This is an optimization exercise on Yosys and OpenROAD, whose aim is small area, a short achievable clock period and few clock cycles per item, not a production implementation.
Where RTL was checked, it was by simulation tests only, not by an equivalence proof against the original.

Design bch_encoder_seq, start of the top module:
module bch_encoder_seq
#(
    parameter int BEAT_W = 128
) (
    input  logic              clk,
    input  logic              rst_n,
    input  logic              in_valid,
    output logic              in_ready,
    input  logic [BEAT_W-1:0] in_data,
    output logic              out_valid,
    input  logic              out_ready,
    output logic [CW_W-1:0]   out_codeword,
    output logic              busy
);
Size: roughly 830 flip-flops, ~680 I/O pins, ~0.033 sq mm of cells after synthesis.
export LEC_CHECK = 0
export CAP_MARGIN = 20
export CORE_MARGIN = 2
export CORE_UTILIZATION = 60
export SLEW_MARGIN = 20
export SYNTH_HIERARCHICAL = 1
export SYNTH_MINIMUM_KEEP_SIZE = 0
create_clock -name core_clock -period 14.0 [get_ports {clk}]
standard.sh (not shown) runs the stock make flow with config.mk's settings and CLKGATE_MAP_FILE= SYNTH_SCRIPT=/design/flow/synth_recipe.tcl, a recipe that flattens the netlist after the stock synthesis.
==> flow/flow/run.sh <==
#!/bin/bash
# Standard layout, with single-drive port buffers, a tighter setup target for repair and CTS options.
set -euo pipefail
export BUFFER_PORTS_ARGS="-buffer_cell sky130_fd_sc_hd__buf_1"
export SETUP_SLACK_MARGIN=10
export CTS_ARGS="-sink_clustering_enable -repair_clock_nets -dont_use_dummy_load -sink_clustering_size 20 -sink_clustering_max_diameter 60"
bash standard.sh > standard.log 2>&1
Testbench counts at the start, summed over its fixed seeds: cycles 2,064, items 512.
==> next run, changes <==
--- a/flow/flow/run.sh
+++ b/flow/flow/run.sh
@@ -6 +6 @@
-export CTS_ARGS="-sink_clustering_enable -repair_clock_nets -dont_use_dummy_load -sink_clustering_size 20 -sink_clustering_max_diameter 60"
+export CTS_ARGS="-sink_clustering_enable -repair_clock_nets -dont_use_dummy_load -sink_clustering_size 25 -sink_clustering_max_diameter 100"
CORE_UTILIZATION = 75   (was 60)
The new run finished with timing, DRC and antenna clean.
Synthesized cell count stays the same.
Design area decreases slightly.
Hold slack gains 22 ps.
Non-clock buffer count decreases by 28.
Worst setup slack loses 19 ps.
Clock-buffer cell count decreases by 12.
==> next run, changes <==
--- a/flow/flow/run.sh
+++ b/flow/flow/run.sh
@@ -5 +5 @@
-export SETUP_SLACK_MARGIN=10
+export SETUP_SLACK_MARGIN=10.1
CORE_UTILIZATION = 60   (was 75)
After rerunning:
- The changed run ran to the end with no violations
- register-to-register slack improves by 190 ps
- die area grows by a quarter to a third
- clock skew grows by 12 ps
==> next run, changes <==
--- a/flow/flow/run.sh
+++ b/flow/flow/run.sh
@@ -5 +5 @@
-export SETUP_SLACK_MARGIN=10.1
+export SETUP_SLACK_MARGIN=10
CORE_UTILIZATION = 50   (was 60)
After rerunning:
- first-iteration DRC count falls by a quarter to a third
- design area drops by a little under a tenth
- clock skew decreases by 20 ps
- via count came out lower by roughly a tenth
- wire length falls by roughly a tenth
- critical path depth stays the same
- non-clock buffer count drops by 163
- register-to-register slack got worse by 100 ps

* * *

bch_encoder_seq, a different RTL version from the one above (not shown whole).
Size in the first run: roughly 1700 cells after synthesis, about 830 flip-flops, roughly 680 I/O pins, about 33000 sq um of cells after synthesis.
Settings: LEC_CHECK=0, CAP_MARGIN=20, CORE_MARGIN=2, CORE_UTILIZATION=40, SLEW_MARGIN=20, SYNTH_HIERARCHICAL=1, SYNTH_MINIMUM_KEEP_SIZE=0; clock period 14.0 ns.
==> flow/flow/run.sh <==
#!/bin/bash
# Standard layout, with single-drive port buffers and a tighter setup target for repair.
set -euo pipefail
export BUFFER_PORTS_ARGS="-buffer_cell sky130_fd_sc_hd__buf_1"
export SETUP_SLACK_MARGIN=10
export CTS_ARGS="-sink_clustering_enable -repair_clock_nets -dont_use_dummy_load"
bash standard.sh > standard.log 2>&1
The first run completed with no timing, DRC or antenna violations.
==> next run, changes <==
==> flow/flow/run.sh (replaced) <==
#!/bin/bash
# Standard layout, with single-drive port buffers and a tighter setup target for repair.
set -euo pipefail
export BUFFER_PORTS_ARGS="-buffer_cell sky130_fd_sc_hd__buf_1"
export SETUP_SLACK_MARGIN=10
bash standard.sh > standard.log 2>&1
Result:
- routed wire length climbs by 0.40%
- flip-flop and latch count does not change
- register-to-register slack is better by 0.08 ns
==> next run, changes <==
--- a/flow/config.mk
+++ b/flow/config.mk
@@ -8,5 +8,5 @@
 export CAP_MARGIN = 20
 export CORE_MARGIN = 2
-export CORE_UTILIZATION = 40
+export CORE_UTILIZATION = 60
 export SLEW_MARGIN = 20
 export SYNTH_HIERARCHICAL = 1
Utilization is higher by 23 points.
Worst setup slack got worse by 0.0055 ns.
Sequential share of layout area is higher by 1.4 points.
Die area is lower by 33%.
Design area is lower by 2.2%.
Wire length is lower by 4.6%.
==> next run, changes <==
--- a/flow/flow/run.sh
+++ b/flow/flow/run.sh
@@ -3,4 +3,4 @@
 set -euo pipefail
 export BUFFER_PORTS_ARGS="-buffer_cell sky130_fd_sc_hd__buf_1"
-export SETUP_SLACK_MARGIN=10
+export SETUP_SLACK_MARGIN=9
 bash standard.sh > standard.log 2>&1
--- a/flow/config.mk
+++ b/flow/config.mk
@@ -8,5 +8,5 @@
 export CAP_MARGIN = 20
 export CORE_MARGIN = 2
-export CORE_UTILIZATION = 60
+export CORE_UTILIZATION = 40
 export SLEW_MARGIN = 20
 export SYNTH_HIERARCHICAL = 1
Flip-flop and latch count is unchanged.
Worst setup slack got worse by 0.80 ns.
Routed wire length rose by a few percent.
Synthesized area stays the same.
Critical path depth rose by 9.
No run of this note included a check of the RTL's function; only the layout flow was run.

* * *

Another version of the RTL of bch_encoder_seq (not shown whole).
For scale: ~1500 cells after synthesis, about 710 flip-flops, ~680 I/O pins.
clock: 14.0 ns
lec_check: 0
cap_margin: 20
core_margin: 2
core_utilization: 40
slew_margin: 20
==> flow/flow/run.sh <==
#!/bin/bash
# Standard layout, with single-drive port buffers and a tighter setup target for repair.
set -euo pipefail
export BUFFER_PORTS_ARGS="-buffer_cell sky130_fd_sc_hd__buf_1"
export SETUP_SLACK_MARGIN=0
bash standard.sh > standard.log 2>&1
Testbench counts at the start, summed over its fixed seeds: cycles 2,056, items 512.
Then changed:
--- a/flow/flow/run.sh
+++ b/flow/flow/run.sh
@@ -3,4 +3,4 @@
 set -euo pipefail
 export BUFFER_PORTS_ARGS="-buffer_cell sky130_fd_sc_hd__buf_1"
-export SETUP_SLACK_MARGIN=0
+export SETUP_SLACK_MARGIN=9
 bash standard.sh > standard.log 2>&1
Outcome: Final area came out higher by 2.8%; fmax came out higher by 9.7%; count of clock-buffer cells in the layout came out lower by 12; utilization came out higher by 1.3 points.
Then changed:
==> flow/run.sh (new file) <==
#!/bin/bash
# synth_recipe.tcl (not shown) runs the flow's synth.tcl, then flattens the netlist and writes it again
# the make line also repeats each setting of config.mk as NAME=value (left out here)
make -C /OpenROAD-flow-scripts/flow DESIGN_CONFIG=/design/flow/config.mk WORK_HOME=/design/flow/orfs CLKGATE_MAP_FILE= SYNTH_SCRIPT=/design/flow/synth_recipe.tcl finish
removed: flow/flow/run.sh
removed: flow/standard.sh
=> Non-clock buffer count falls by 32. Via count hardly moves. Die area stays the same. Critical path depth does not change. Clock-buffer cell count came out higher by 7.

port drivers added, routing unchanged:
In the flow no input, the clock included, has a driving cell. The finished layouts below were timed again as built, in two steps. Step 1 (the two cells are an assumption about what drives the block):
set clk [get_ports {clk}]
set_driving_cell -lib_cell sky130_fd_sc_hd__clkbuf_16 $clk
set_driving_cell -lib_cell sky130_fd_sc_hd__buf_2 [delete_from_list [all_inputs] $clk]
Step 2 also shifts input and output timing later by t, the mid clock arrival at the registers, as if the neighbouring blocks saw the same clock. Three values: ideal ports, drivers, drivers and shift; two values: the first two.
| run | t (ns) | setup WS [ns] | cell pins on the clock port's net |
|---|---|---|---|
| the first run of note 1 | 0.664 | 9.958 / 9.888 / 10.119 | 1 |
| the second run of note 1 | 0.645 | 9.939 / 9.939 / 9.939 | 1 |
| the third run of note 1 | 0.653 | 9.978 / 9.910 / 10.128 | 1 |
| the fourth run of note 1 | 0.647 | 9.987 / 9.918 / 10.027 | 1 |
| the first run of note 2 | 0.668 | 9.942 / 9.878 / 9.967 | 1 |
| the second run of note 2 | 0.693 | 9.907 / 9.843 / 10.054 | 1 |
| the third run of note 2 | 0.691 | 9.902 / 9.841 / 10.024 | 1 |
| the fourth run of note 2 | 0.703 | 9.101 / 9.101 / 9.101 | 1 |
| the first run of note 3 | 0.693 | 8.397 / 8.436 / 7.743 | 1 |
| the second run of note 3 | 0.686 | 8.891 / 8.929 / 8.243 | 1 |
| the third run of note 3 | 0.689 | 7.706 / 7.741 / 7.053 | 1 |
After both steps every run listed still meets setup and hold. The setup slack of the first run of note 3, which loses most, moves by +0.039 ns with the drivers and by -0.654 ns with both steps.
